Source: an optimization exercise on an open RTL-to-GDS flow (aim: small area, a short achievable clock period and few clock cycles per item). Production flows keep margins and buffers that such runs may drop. Only simulation tests tie the RTL to the original design; equivalence was not proved. Power and IR drop assume default switching activity.

$ cat design/flow/run.sh
#!/bin/bash
# synth_recipe.tcl (not shown) runs the flow's synth.tcl, then flattens the netlist and writes it again
# the make line also repeats each setting of config.mk as NAME=value (left out here)
make -C /OpenROAD-flow-scripts/flow DESIGN_CONFIG=/design/flow/config.mk WORK_HOME=/design/flow/orfs CLKGATE_MAP_FILE= SYNTH_SCRIPT=/design/flow/synth_recipe.tcl finish
$ cat design/flow/config.mk
export PLATFORM = sky130hd
export DESIGN_NAME = led_cube_node_to_coordinate_unit
export DESIGN_NICKNAME = led_cube_node_to_coordinate_unit
export VERILOG_FILES = /design/flow/design.v
export SDC_FILE = /design/flow/constraint.sdc
export NUM_CORES = 4
export LEC_CHECK = 0
export CAP_MARGIN = 20
export CORE_MARGIN = 2
export CORE_UTILIZATION = 40
export SLEW_MARGIN = 20
$ cat design/flow/constraint.sdc
create_clock -name core_clock -period 5.5 [get_ports {clk_i}]
set_input_delay 1.1000 -clock core_clock [delete_from_list [all_inputs] [get_ports {clk_i}]]
set_output_delay 1.1000 -clock core_clock [all_outputs]
set_load 0.01 [all_outputs]
$ cat design/flow/design.v
`timescale 1ns / 1ps
`default_nettype none
package lcn_pkg;
  localparam int IDX_W       = 18;
  localparam int DIM_REG_W   = 7;
  localparam int COORD_OUT_W = 6;
  localparam int CFG_IDX_W   = 3;
  localparam int MAX_DIM_DEF = 64;
  localparam int NUM_CUBE_STYLES = 6;
  localparam logic [CFG_IDX_W-1:0] REG_CUBE_WIDTH   = 3'd0;
  localparam logic [CFG_IDX_W-1:0] REG_CUBE_HEIGHT  = 3'd1;
  localparam logic [CFG_IDX_W-1:0] REG_CUBE_DEPTH   = 3'd2;
  localparam logic [CFG_IDX_W-1:0] REG_START_CORNER = 3'd3;
  localparam logic [CFG_IDX_W-1:0] REG_CUBE_STYLE   = 3'd4;
  localparam logic [CFG_IDX_W-1:0] REG_STRAND_STYLE = 3'd5;
  localparam logic [CFG_IDX_W-1:0] REG_STRAND_LAYER = 3'd6;
  localparam logic [1:0] STRAND_ZIGZAG   = 2'd0;
  localparam logic [1:0] STRAND_STRAIGHT = 2'd1;
  localparam logic [1:0] STRAND_ALT      = 2'd2;
  localparam logic [1:0] T0 = 2'd0;
  localparam logic [1:0] TP = 2'd1;
  localparam logic [1:0] T2 = 2'd2;
  localparam logic [1:0] TN = 2'd3;
  typedef struct packed {
    logic [1:0] xr;
    logic [1:0] yr;
    logic [1:0] zr;
    logic       mirror;
    logic [1:0] sstyle;
    logic       per_layer;
  } map_ctrl_t;
endpackage
`default_nettype wire
`timescale 1ns / 1ps
`default_nettype none
module lcn_div_pipe #(
  parameter int QW   = 6,
  parameter int NW   = 18,
  parameter int DENW = 14,
  parameter int PW   = 18
) (
  input  wire logic            clk_i,
  input  wire logic            rst_ni,
  input  wire logic            valid_i,
  input  wire logic [NW-1:0]   num_i,
  input  wire logic [DENW-1:0] den_i,
  input  wire logic [PW-1:0]   pay_i,
  output logic                 valid_o,
  output logic [QW-1:0]        quo_o,
  output logic [NW-1:0]        rem_o,
  output logic [PW-1:0]        pay_o
);
  localparam int CW = (NW > DENW + QW) ? NW : DENW + QW;
  logic          vld_q [QW];
  logic [NW-1:0] rem_q [QW];
  logic [QW-1:0] quo_q [QW];
  logic [PW-1:0] pay_q [QW];
  for (genvar i = 0; i < QW; i++) begin : g_step
    localparam int SH = QW - 1 - i;
    logic          vld_in;
    logic [NW-1:0] rem_in;
    logic [QW-1:0] quo_in;
    logic [PW-1:0] pay_in;
    logic [CW-1:0] rem_ext;
    logic [CW-1:0] den_sh;
    logic          fits;
    logic [NW-1:0] rem_d;
    logic [QW-1:0] quo_d;
    if (i == 0) begin : g_first
      assign vld_in = valid_i;
      assign rem_in = num_i;
      assign quo_in = '0;
      assign pay_in = pay_i;
    end else begin : g_next
      assign vld_in = vld_q[i-1];
      assign rem_in = rem_q[i-1];
      assign quo_in = quo_q[i-1];
      assign pay_in = pay_q[i-1];
    end
    always_comb begin
      rem_ext = CW'(rem_in);
      den_sh  = CW'(den_i) << SH;
      fits    = (rem_ext >= den_sh);
      rem_d   = fits ? NW'(rem_ext - den_sh) : rem_in;
      quo_d   = fits ? (quo_in | (QW'(1) << SH)) : quo_in;
    end
    always_ff @(posedge clk_i or negedge rst_ni) begin
      if (!rst_ni) begin
        vld_q[i] <= 1'b0;
      end else begin
        vld_q[i] <= vld_in;
      end
    end
    always_ff @(posedge clk_i) begin
      rem_q[i] <= rem_d;
      quo_q[i] <= quo_d;
      pay_q[i] <= pay_in;
    end
  end
  assign valid_o = vld_q[QW-1];
  assign quo_o   = quo_q[QW-1];
  assign rem_o   = rem_q[QW-1];
  assign pay_o   = pay_q[QW-1];
endmodule
`default_nettype wire
`timescale 1ns / 1ps
`default_nettype none
import lcn_pkg::*;
module lcn_map #(
  parameter int MAX_DIM = MAX_DIM_DEF
) (
  input  wire logic                          clk_i,
  input  wire logic                          rst_ni,
  input  wire logic                          valid_i,
  input  wire logic [IDX_W-1:0]              idx_i,
  input  wire logic [$clog2(MAX_DIM)-1:0]    z_i,
  input  wire logic [$clog2(MAX_DIM)-1:0]    y_i,
  input  wire logic [$clog2(MAX_DIM)-1:0]    col_i,
  input  wire logic [3*$clog2(MAX_DIM+1)-1:0] total_i,
  input  wire logic [$clog2(MAX_DIM+1)-1:0]  w1_i,
  input  wire logic [$clog2(MAX_DIM+1)-1:0]  h1_i,
  input  wire logic [$clog2(MAX_DIM+1)-1:0]  d1_i,
  input  wire logic [$clog2(MAX_DIM+1)-1:0]  h2_i,
  input  wire logic [$clog2(MAX_DIM+1)-1:0]  d2_i,
  input  wire logic [$clog2(MAX_DIM+1)-1:0]  w3_i,
  input  wire logic [$clog2(MAX_DIM+1)-1:0]  w4_i,
  input  lcn_pkg::map_ctrl_t                     ctrl_i,
  output logic                               valid_o,
  output logic [$clog2(MAX_DIM)-1:0]         x_o,
  output logic [$clog2(MAX_DIM)-1:0]         y_o,
  output logic [$clog2(MAX_DIM)-1:0]         z_o,
  output logic                               oor_o
);
  localparam int QW = $clog2(MAX_DIM);
  localparam int DW = $clog2(MAX_DIM + 1);
  localparam int TW = 3 * DW;
  localparam int EW = (TW > IDX_W) ? TW : IDX_W;
  function automatic logic [2*QW-1:0] turn(input logic [QW-1:0] a, input logic [QW-1:0] b,
                                           input logic [1:0] code, input logic first,
                                           input logic [DW-1:0] ea, input logic [DW-1:0] eb);
    logic [DW-1:0] na;
    logic [DW-1:0] nb;
    unique case (code)
      T0: begin
        na = DW'(a);
        nb = DW'(b);
      end
      T2: begin
        na = ea - DW'(a) - DW'(1);
        nb = eb - DW'(b) - DW'(1);
      end
      default: begin
        if (first) begin
          na = eb - DW'(b) - DW'(1);
          nb = DW'(a);
        end else begin
          na = DW'(b);
          nb = ea - DW'(a) - DW'(1);
        end
      end
    endcase
    turn = {QW'(na), QW'(nb)};
  endfunction
  logic          v1_q, v2_q, v3_q, v4_q;
  logic          o1_q, o2_q, o3_q;
  logic [QW-1:0] x1_q, y1_q, z1_q;
  logic [QW-1:0] x2_q, y2_q, z2_q;
  logic [QW-1:0] x3_q, y3_q, z3_q;
  logic [QW-1:0] x4_q, y4_q, z4_q;
  logic          o4_q;
  logic [DW:0]   colw, half, xa;
  logic [QW-1:0] x1_d, y1_d;
  logic          o1_d;
  always_comb begin
    colw = (DW+1)'(col_i);
    half = ((DW+1)'(w1_i) + (DW+1)'(1)) >> 1;
    if (ctrl_i.sstyle == STRAND_ALT) begin
      if (colw + (DW+1)'(1) <= half) begin
        xa = colw << 1;
      end else begin
        xa = (((DW+1)'(w1_i) - colw - (DW+1)'(1)) << 1) + (DW+1)'(1);
      end
    end else if (ctrl_i.sstyle == STRAND_STRAIGHT || !y_i[0]) begin
      xa = colw;
    end else begin
      xa = (DW+1)'(w1_i) - colw - (DW+1)'(1);
    end
    x1_d = QW'(xa);
    y1_d = y_i;
    if (!ctrl_i.per_layer && z_i[0]) begin
      y1_d = QW'(h1_i - DW'(y_i) - DW'(1));
      if (h1_i[0] && ctrl_i.sstyle == STRAND_ZIGZAG) begin
        x1_d = QW'(w1_i - DW'(x1_d) - DW'(1));
      end
    end
    o1_d = (EW'(idx_i) >= EW'(total_i));
  end
  logic [2*QW-1:0] rx, ry, rz;
  logic [QW-1:0]   x4_d;
  always_comb begin
    rx = turn(y1_q, z1_q, ctrl_i.xr, ctrl_i.xr == TP, h1_i, d1_i);
    ry = turn(x2_q, z2_q, ctrl_i.yr, ctrl_i.yr == TN, w1_i, d2_i);
    rz = turn(x3_q, y3_q, ctrl_i.zr, ctrl_i.zr == TN, w3_i, h2_i);
    x4_d = rz[2*QW-1:QW];
    if (ctrl_i.mirror) begin
      x4_d = QW'(w4_i - DW'(rz[2*QW-1:QW]) - DW'(1));
    end
  end
  always_ff @(posedge clk_i or negedge rst_ni) begin
    if (!rst_ni) begin
      v1_q <= 1'b0;
      v2_q <= 1'b0;
      v3_q <= 1'b0;
      v4_q <= 1'b0;
    end else begin
      v1_q <= valid_i;
      v2_q <= v1_q;
      v3_q <= v2_q;
      v4_q <= v3_q;
    end
  end
  always_ff @(posedge clk_i) begin
    x1_q <= x1_d;
    y1_q <= y1_d;
    z1_q <= z_i;
    o1_q <= o1_d;
    x2_q <= x1_q;
    y2_q <= rx[2*QW-1:QW];
    z2_q <= rx[QW-1:0];
    o2_q <= o1_q;
    x3_q <= ry[2*QW-1:QW];
    y3_q <= y2_q;
    z3_q <= ry[QW-1:0];
    o3_q <= o2_q;
    x4_q <= o3_q ? '0 : x4_d;
    y4_q <= o3_q ? '0 : rz[QW-1:0];
    z4_q <= o3_q ? '0 : z3_q;
    o4_q <= o3_q;
  end
  assign valid_o = v4_q;
  assign x_o     = x4_q;
  assign y_o     = y4_q;
  assign z_o     = z4_q;
  assign oor_o   = o4_q;
endmodule
`default_nettype wire
`timescale 1ns / 1ps
`default_nettype none
import lcn_pkg::*;
module led_cube_node_to_coordinate_unit #(
  parameter int MAX_DIM = MAX_DIM_DEF
) (
  input  wire logic                   clk_i,
  input  wire logic                   rst_ni,
  input  wire logic                   start_i,
  output logic                        busy_o,
  input  wire logic [IDX_W-1:0]       node_index_i,
  output logic                        done_o,
  output logic [COORD_OUT_W-1:0]      voxel_x_o,
  output logic [COORD_OUT_W-1:0]      voxel_y_o,
  output logic [COORD_OUT_W-1:0]      voxel_z_o,
  output logic                        index_out_of_range_o,
  input  wire logic                   cfg_we_i,
  input  wire logic [CFG_IDX_W-1:0]   cfg_idx_i,
  input  wire logic [DIM_REG_W-1:0]   cfg_data_i
);
  localparam int QW = $clog2(MAX_DIM);
  localparam int DW = $clog2(MAX_DIM + 1);
  logic [DIM_REG_W-1:0] cube_width_q, cube_height_q, cube_depth_q;
  logic [2:0]           start_corner_q, cube_style_q;
  logic [1:0]           strand_style_q;
  logic                 strand_layer_q;
  always_ff @(posedge clk_i or negedge rst_ni) begin
    if (!rst_ni) begin
      cube_width_q   <= DIM_REG_W'(1);
      cube_height_q  <= DIM_REG_W'(1);
      cube_depth_q   <= DIM_REG_W'(1);
      start_corner_q <= '0;
      cube_style_q   <= '0;
      strand_style_q <= '0;
      strand_layer_q <= 1'b0;
    end else if (cfg_we_i) begin
      unique case (cfg_idx_i)
        REG_CUBE_WIDTH:   cube_width_q   <= cfg_data_i;
        REG_CUBE_HEIGHT:  cube_height_q  <= cfg_data_i;
        REG_CUBE_DEPTH:   cube_depth_q   <= cfg_data_i;
        REG_START_CORNER: start_corner_q <= cfg_data_i[2:0];
        REG_CUBE_STYLE:   cube_style_q   <= cfg_data_i[2:0];
        REG_STRAND_STYLE: strand_style_q <= cfg_data_i[1:0];
        REG_STRAND_LAYER: strand_layer_q <= cfg_data_i[0];
        default: ;
      endcase
    end
  end
  function automatic logic [6:0] xform_entry(input logic [5:0] i);
    logic [6:0] e;
    case (i)
      6'd0: e = {TP, T0, TN, 1'b0};
      6'd1: e = {T0, T0, TN, 1'b1};
      6'd2: e = {T0, TN, T0, 1'b1};
      6'd3: e = {T0, T0, T0, 1'b0};
      6'd4: e = {TN, T2, T0, 1'b1};
      6'd5: e = {TN, TN, T0, 1'b0};
      6'd6: e = {TP, T0, TN, 1'b1};
      6'd7: e = {T0, T0, TN, 1'b0};
      6'd8: e = {T0, TN, T0, 1'b0};
      6'd9: e = {T0, T0, T0, 1'b1};
      6'd10: e = {TN, T2, T0, 1'b0};
      6'd11: e = {TN, TN, T0, 1'b1};
      6'd12: e = {TP, T0, TP, 1'b1};
      6'd13: e = {T0, T0, TP, 1'b0};
      6'd14: e = {T0, TN, T2, 1'b0};
      6'd15: e = {T0, T0, T2, 1'b1};
      6'd16: e = {TN, T2, T2, 1'b0};
      6'd17: e = {TN, TN, T2, 1'b1};
      6'd18: e = {TP, T0, TP, 1'b0};
      6'd19: e = {T0, T0, TP, 1'b1};
      6'd20: e = {T0, TN, T2, 1'b1};
      6'd21: e = {T0, T0, T2, 1'b0};
      6'd22: e = {TN, T2, T2, 1'b1};
      6'd23: e = {TN, TN, T2, 1'b0};
      6'd24: e = {TN, T0, TN, 1'b1};
      6'd25: e = {T0, T2, TP, 1'b0};
      6'd26: e = {T0, TP, T0, 1'b0};
      6'd27: e = {T0, T2, T0, 1'b1};
      6'd28: e = {TN, T0, T0, 1'b0};
      6'd29: e = {TN, TP, T0, 1'b1};
      6'd30: e = {TN, T0, TN, 1'b0};
      6'd31: e = {T0, T2, TP, 1'b1};
      6'd32: e = {T0, TP, T0, 1'b1};
      6'd33: e = {T0, T2, T0, 1'b0};
      6'd34: e = {TN, T0, T0, 1'b1};
      6'd35: e = {TN, TP, T0, 1'b0};
      6'd36: e = {TN, T0, TP, 1'b0};
      6'd37: e = {T0, T2, TN, 1'b1};
      6'd38: e = {T0, TN, T2, 1'b0};
      6'd39: e = {T2, T0, T0, 1'b0};
      6'd40: e = {TN, T2, T2, 1'b0};
      6'd41: e = {TP, TN, T0, 1'b0};
      6'd42: e = {TN, T0, TP, 1'b1};
      6'd43: e = {T0, T2, TN, 1'b0};
      6'd44: e = {T0, TN, T2, 1'b1};
      6'd45: e = {T2, T0, T0, 1'b1};
      6'd46: e = {TN, T2, T2, 1'b1};
      6'd47: e = {TP, TN, T0, 1'b1};
      default: e = '0;
    endcase
    xform_entry = e;
  endfunction
  function automatic logic [DW-1:0] clamp_dim(input logic [DIM_REG_W-1:0] v);
    logic [DW-1:0] r;
    if (v == '0) begin
      r = DW'(1);
    end else if (int'(v) > MAX_DIM) begin
      r = DW'(MAX_DIM);
    end else begin
      r = DW'(v);
    end
    clamp_dim = r;
  endfunction
  logic [DW-1:0] w0, h0, d0, w1, h1, d1, h2, d2, w3, w4;
  logic [2:0]    style;
  logic [6:0]    entry;
  logic          xq, yq, zq;
  lcn_pkg::map_ctrl_t ctrl_d;
  always_comb begin
    w0 = clamp_dim(cube_width_q);
    h0 = clamp_dim(cube_height_q);
    d0 = clamp_dim(cube_depth_q);
    style = (int'(cube_style_q) >= NUM_CUBE_STYLES) ? 3'd0 : cube_style_q;
    entry = xform_entry(6'(6'(start_corner_q) * 6'd6 + 6'(style)));
    ctrl_d.xr = entry[6:5];
    ctrl_d.yr = entry[4:3];
    ctrl_d.zr = entry[2:1];
    ctrl_d.mirror = entry[0];
    ctrl_d.sstyle = (strand_style_q == 2'd3) ? STRAND_ZIGZAG : strand_style_q;
    ctrl_d.per_layer = strand_layer_q;
    xq = (ctrl_d.xr == TP) || (ctrl_d.xr == TN);
    yq = (ctrl_d.yr == TP) || (ctrl_d.yr == TN);
    zq = (ctrl_d.zr == TP) || (ctrl_d.zr == TN);
    w1 = zq ? h0 : w0;
    h1 = zq ? w0 : h0;
    d1 = d0;
    if (yq) begin
      d1 = w1;
      w1 = d0;
    end
    if (xq) begin
      h2 = d1;
      d2 = h1;
      d1 = h1;
      h1 = h2;
    end
    h2 = xq ? d1 : h1;
    d2 = xq ? h1 : d1;
    w3 = yq ? d2 : w1;
    w4 = zq ? h2 : w3;
  end
  logic [DW-1:0]   w0_q, h0_q, d0_q, w1_q, h1_q, d1_q, h2_q, d2_q, w3_q, w4_q;
  lcn_pkg::map_ctrl_t ctrl_q;
  logic [2*DW-1:0] lsize_q, wh0_q;
  logic [DW-1:0]   d0b_q;
  logic [3*DW-1:0] total_q;
  always_ff @(posedge clk_i) begin
    w0_q    <= w0;
    h0_q    <= h0;
    d0_q    <= d0;
    w1_q    <= w1;
    h1_q    <= h1;
    d1_q    <= d1;
    h2_q    <= h2;
    d2_q    <= d2;
    w3_q    <= w3;
    w4_q    <= w4;
    ctrl_q  <= ctrl_d;
    lsize_q <= (2*DW)'(w1_q) * (2*DW)'(h1_q);
    wh0_q   <= (2*DW)'(w0_q) * (2*DW)'(h0_q);
    d0b_q   <= d0_q;
    total_q <= (3*DW)'(wh0_q) * (3*DW)'(d0b_q);
  end
  logic             v0_q, v1_q, v2_q;
  logic [IDX_W-1:0] i0_q, i1_q, i2_q;
  assign busy_o = 1'b0;
  always_ff @(posedge clk_i or negedge rst_ni) begin
    if (!rst_ni) begin
      v0_q <= 1'b0;
      v1_q <= 1'b0;
      v2_q <= 1'b0;
    end else begin
      v0_q <= start_i && !busy_o;
      v1_q <= v0_q;
      v2_q <= v1_q;
    end
  end
  always_ff @(posedge clk_i) begin
    i0_q <= node_index_i;
    i1_q <= i0_q;
    i2_q <= i1_q;
  end
  logic             dv1_valid;
  logic [QW-1:0]    dv1_quo;
  logic [IDX_W-1:0] dv1_rem;
  logic [IDX_W-1:0] dv1_pay;
  lcn_div_pipe #(
    .QW   (QW),
    .NW   (IDX_W),
    .DENW (2*DW),
    .PW   (IDX_W)
  ) u_div_layer (
    .clk_i   (clk_i),
    .rst_ni  (rst_ni),
    .valid_i (v2_q),
    .num_i   (i2_q),
    .den_i   (lsize_q),
    .pay_i   (i2_q),
    .valid_o (dv1_valid),
    .quo_o   (dv1_quo),
    .rem_o   (dv1_rem),
    .pay_o   (dv1_pay)
  );
  logic                dv2_valid;
  logic [QW-1:0]       dv2_quo;
  logic [IDX_W-1:0]    dv2_rem;
  logic [IDX_W+QW-1:0] dv2_pay;
  lcn_div_pipe #(
    .QW   (QW),
    .NW   (IDX_W),
    .DENW (DW),
    .PW   (IDX_W + QW)
  ) u_div_row (
    .clk_i   (clk_i),
    .rst_ni  (rst_ni),
    .valid_i (dv1_valid),
    .num_i   (dv1_rem),
    .den_i   (w1_q),
    .pay_i   ({dv1_pay, dv1_quo}),
    .valid_o (dv2_valid),
    .quo_o   (dv2_quo),
    .rem_o   (dv2_rem),
    .pay_o   (dv2_pay)
  );
  logic [QW-1:0] map_x, map_y, map_z;
  lcn_map #(
    .MAX_DIM (MAX_DIM)
  ) u_map (
    .clk_i   (clk_i),
    .rst_ni  (rst_ni),
    .valid_i (dv2_valid),
    .idx_i   (dv2_pay[IDX_W+QW-1:QW]),
    .z_i     (dv2_pay[QW-1:0]),
    .y_i     (dv2_quo),
    .col_i   (dv2_rem[QW-1:0]),
    .total_i (total_q),
    .w1_i    (w1_q),
    .h1_i    (h1_q),
    .d1_i    (d1_q),
    .h2_i    (h2_q),
    .d2_i    (d2_q),
    .w3_i    (w3_q),
    .w4_i    (w4_q),
    .ctrl_i  (ctrl_q),
    .valid_o (done_o),
    .x_o     (map_x),
    .y_o     (map_y),
    .z_o     (map_z),
    .oor_o   (index_out_of_range_o)
  );
  assign voxel_x_o = COORD_OUT_W'(map_x);
  assign voxel_y_o = COORD_OUT_W'(map_y);
  assign voxel_z_o = COORD_OUT_W'(map_z);
endmodule
`default_nettype wire
==> summary.txt <==
==> cell type report <==
cell class                      instances  share of cell area [%]
Clock buffer                          107                    5.56
Tap cell                             1176                    3.56
Timing Repair Buffer                   65                    1.48
Multi-Input combinational cell       2289                    45.3
Inverter                              360                    3.27
Clock inverter                         45                    1.81
Sequential cell                       793                    39.0
==> logic make-up (layout without fill, tap and decap cells) <==
group                    count (synthesis)  count (layout)  synth area share [%]
XOR/XNOR                               208             208                  5.01
buffers and inverters                  436             577                  4.70
other                                    1               1                0.0103
flip-flops                             793             793                  44.1
multiplexers                           187             187                  6.02
AO/OA/AOI/OAI                          602             602                  10.4
adder cells (fa/ha/maj)                449             449                  18.1
AND/OR/NAND/NOR                        842             842                  11.7
==> cells in the final DEF (no fill, tap or decap), drive strengths merged, types with 8 or more instances in the layout <==
cell	synthesis	final
dfxtp	744	744
inv	357	363
ha	318	318
nand2	232	232
a21oi	184	184
nor2	172	172
o21ai	141	141
xnor2	133	133
fa	131	131
and2	125	125
clkbuf	61	107
mux2	101	101
xor2	75	75
a21o	72	72
nor2b	71	71
mux2i	70	70
nor3	51	51
clkdlybuf4s50	1	50
dfrtp	46	46
nand3	37	37
nand2b	31	31
a21boi	26	26
a211oi	25	25
o21bai	22	22
clkinv	3	22
o21a	21	21
nand4	21	21
a31oi	19	19
nor4	18	18
or3	17	17
mux4	16	16
buf	13	15
and3	15	15
bufinv	0	14
o31ai	13	13
o211ai	12	12
nand4b	10	10
nand3b	8	8
nor3b	8	8
==> routing by layer <==
| layer | routed length [um] | track usage [%] |
|---|---|---|
| met3 | 2150 | 2.34 |
| met4 | 1800 | 5.10 |
| met5 | 0 | 0 |
| met1 | 35500 | 21.3 |
| met2 | 33700 | 26.0 |
==> worst paths after layout <==
check,start,slack [ps],to
worst min register to register,u_div_layer.quo_q[4][2],320,u_div_layer.quo_q[5][2]
min in group asynchronous,rst_ni,460,v1_q
max in group asynchronous,rst_ni,4610,cube_style_q[0]
worst max-delay path,d0b_q[6],300,total_q[20]
worst max register to register,d0b_q[6],300,total_q[20]
worst min-delay path,u_div_layer.quo_q[4][2],320,u_div_layer.quo_q[5][2]
==> critical path: stages, from the launching register on <==
cell and delay, ps:
dfxtp_1 450, and2_1 230, fa_1 530, inv_1 60
fa_1 530, inv_1 60, fa_1 530, inv_1 60
fa_1 530, inv_1 40, ha_1 330, and3_1 210
a221o_1 310, a21o_1 210, a311oi_1 250, nor2_1 90
o31a_1 270, o41a_1 370
==> per-stage QoR <==
step           power [mW]  hold slack [ps]  area (um2)  setup slack (ps)
2_1_floorplan        19.8              310       36500               556
3_3_place_gp         23.0              310       38300               326
3_5_place_dp         23.2              312       38300               276
4_1_cts              29.4              322       41300               261
5_1_grt              31.7              325       41300              36.7
6_report             29.1              318       41300               304
==> registers in the layout, summed over array words and instances (netlist names), 10 cells and up <==
| name | flops |
|---|---|
| u_div_row.pay_q | 144 |
| u_div_layer.rem_q | 101 |
| u_div_layer.pay_q | 100 |
| u_div_row.rem_q | 96 |
| total_q | 21 |
| u_div_layer.quo_q | 21 |
| u_div_row.quo_q | 21 |
| i0_q | 18 |
| i1_q | 18 |
| i2_q | 18 |
| lsize_q | 14 |
| wh0_q | 14 |
| ctrl_q | 10 |
==> where the power goes <==
group / internal (mW) / leakage (nW) / switching, mW / total [mW]
combinational: 6.40 / 10.5 / 7.69 / 14.1
clock: 3.67 / 1.47 / 2.39 / 6.06
sequential: 7.65 / 6.82 / 1.35 / 9.00
==> results.toml <==
[timing]
slew_headroom_pct = 33.6
setup_viol = 0
max_freq_mhz = 192
finClkSkew_ps = 26.4
fin_crit_ps = 5200
post-route-period-util_pct = 94.5
tns_ps = 0
finalMaxSlewViolations = 0
hold_violations = 0
rsz0062_at_grt = "no"
tightest_slew_ps = 988

[synth]
syn-num-nets = 3999
synth.avg_cell_area_um2 = 10.4
synth_top_area_share_pct = 40.8
synth.distinct_cells = 94
syn_inst = 3518
synth_most_common_cell = "dfxtp_1"
yosysSeqAreaShare_pct = 44.1
ys_ff_latch = 793
netlist_top_cells_count = "744 x dfxtp_1, 356 x inv_1, 318 x ha_1"
yosys.area.top_type = "dfxtp_1"
synth_area_mm2 = 0.0365
synthFlopType = "dfxtp_1"
synth-edff-count = 0
synthArstFlopShare_pct = 6.18
ys_warn_count = 12
synth.area.top_cells = "dfxtp_1 41%, ha_1 11%, fa_1 7.2%, inv_1 3.7%, xnor2_1 3.2%"

[power]
leakage_nw = 18.8
power_density_mw_per_mm2 = 705
irDropWorstVdd_v = 0.000439

[grt]
grt_pass1_vias = 23200
grt_pass1_wl_um = 121000
grt_usage_pct = 15.8
grt_start_max_net_pins = 50
grt_antenna_before_repair = 0
grt_overflow_total = 0

[floorplan]
core_area_mm2 = 0.0903
die_area_mm2 = 0.0938
start_util_pct = 40.5
num_rows = 110
die_w_um = 306
die_h_um = 306
ios = 53

[detailed_routing]
drc_errors = 0
avgRoutedWirePerCell_um = 15.1
num_vias = 23500
drt_iter0_markers = 1017
routed_via_density = 4.87
drt_wl_total_um = 73100
ant_nets = 0
drtPass1Iterations = 5

[cts]
post_cts_resized = 0
cts_root_buf = "clkbuf_16"
clock_sinks = 793
cts_max_path_buffers = 3
path_clk_slew_ps = 60
cts_made_buffers = 85
postCtsHoldBufs = 0
clock_latency_ps = 670
cts_htree_levels = 3
cts_setup_buffers = 0
cts_tree = "built"

[critical_path]
start_kind = "flop"
crit_fanout = 14
required_ps = 6030
cp.arrival_ps = 5720
critPathCaptureType = "flop"
crit_type = "reg -> reg"
reg2reg_depth = 17

[finish]
fill_cells = 8452
final_core_util_pct = 45.8
final_cells = 4835
area_growth_pct = 13.1
nets = 4075
seq_area_mm2 = 0.0161
multi_input_area_mm2 = 0.0187
num_antenna_cells = 0
drive_above_1_share_pct = 8.34

[worst_hold_path]
holdPathStages = 0
hold_path.class = "reg -> reg"

[place]
io_buffers = 51
place_inst = 4683
gp_routability_congestion = 0.837
dp_hpwl_um = 54800

[run]
cap_violations = 0

[status]
status = "no timing/DRC/antenna violations"
Testbench counts, summed over its fixed seeds: cycles 32,608, items 32,000.

[static timing again, ports no longer ideal]
How much do the figures lean on ideal ports? The routed layout below was timed once more, with nothing changed but the port constraints. Step 1 (the two cells are an assumption about what drives the block):
set clk [get_ports {clk_i}]
set_driving_cell -lib_cell sky130_fd_sc_hd__clkbuf_16 $clk
set_driving_cell -lib_cell sky130_fd_sc_hd__buf_2 [delete_from_list [all_inputs] $clk]
Step 2 also shifts input and output timing later by t, the mid clock arrival at the registers, as if the neighbouring blocks saw the same clock. Three values: no drivers, after step 1, after step 2; two values: the first two.
t, ns: 0.718
setup slack, ns: 0.304 / 0.304 / 0.304
hold WS [ns]: 0.318 / 0.318 / 0.318
worst setup path after step 2: register to register
After both steps setup and hold are still met in this run. The setup slack of this run moves by 0.000 ns with the drivers and by 0.000 ns with both steps.
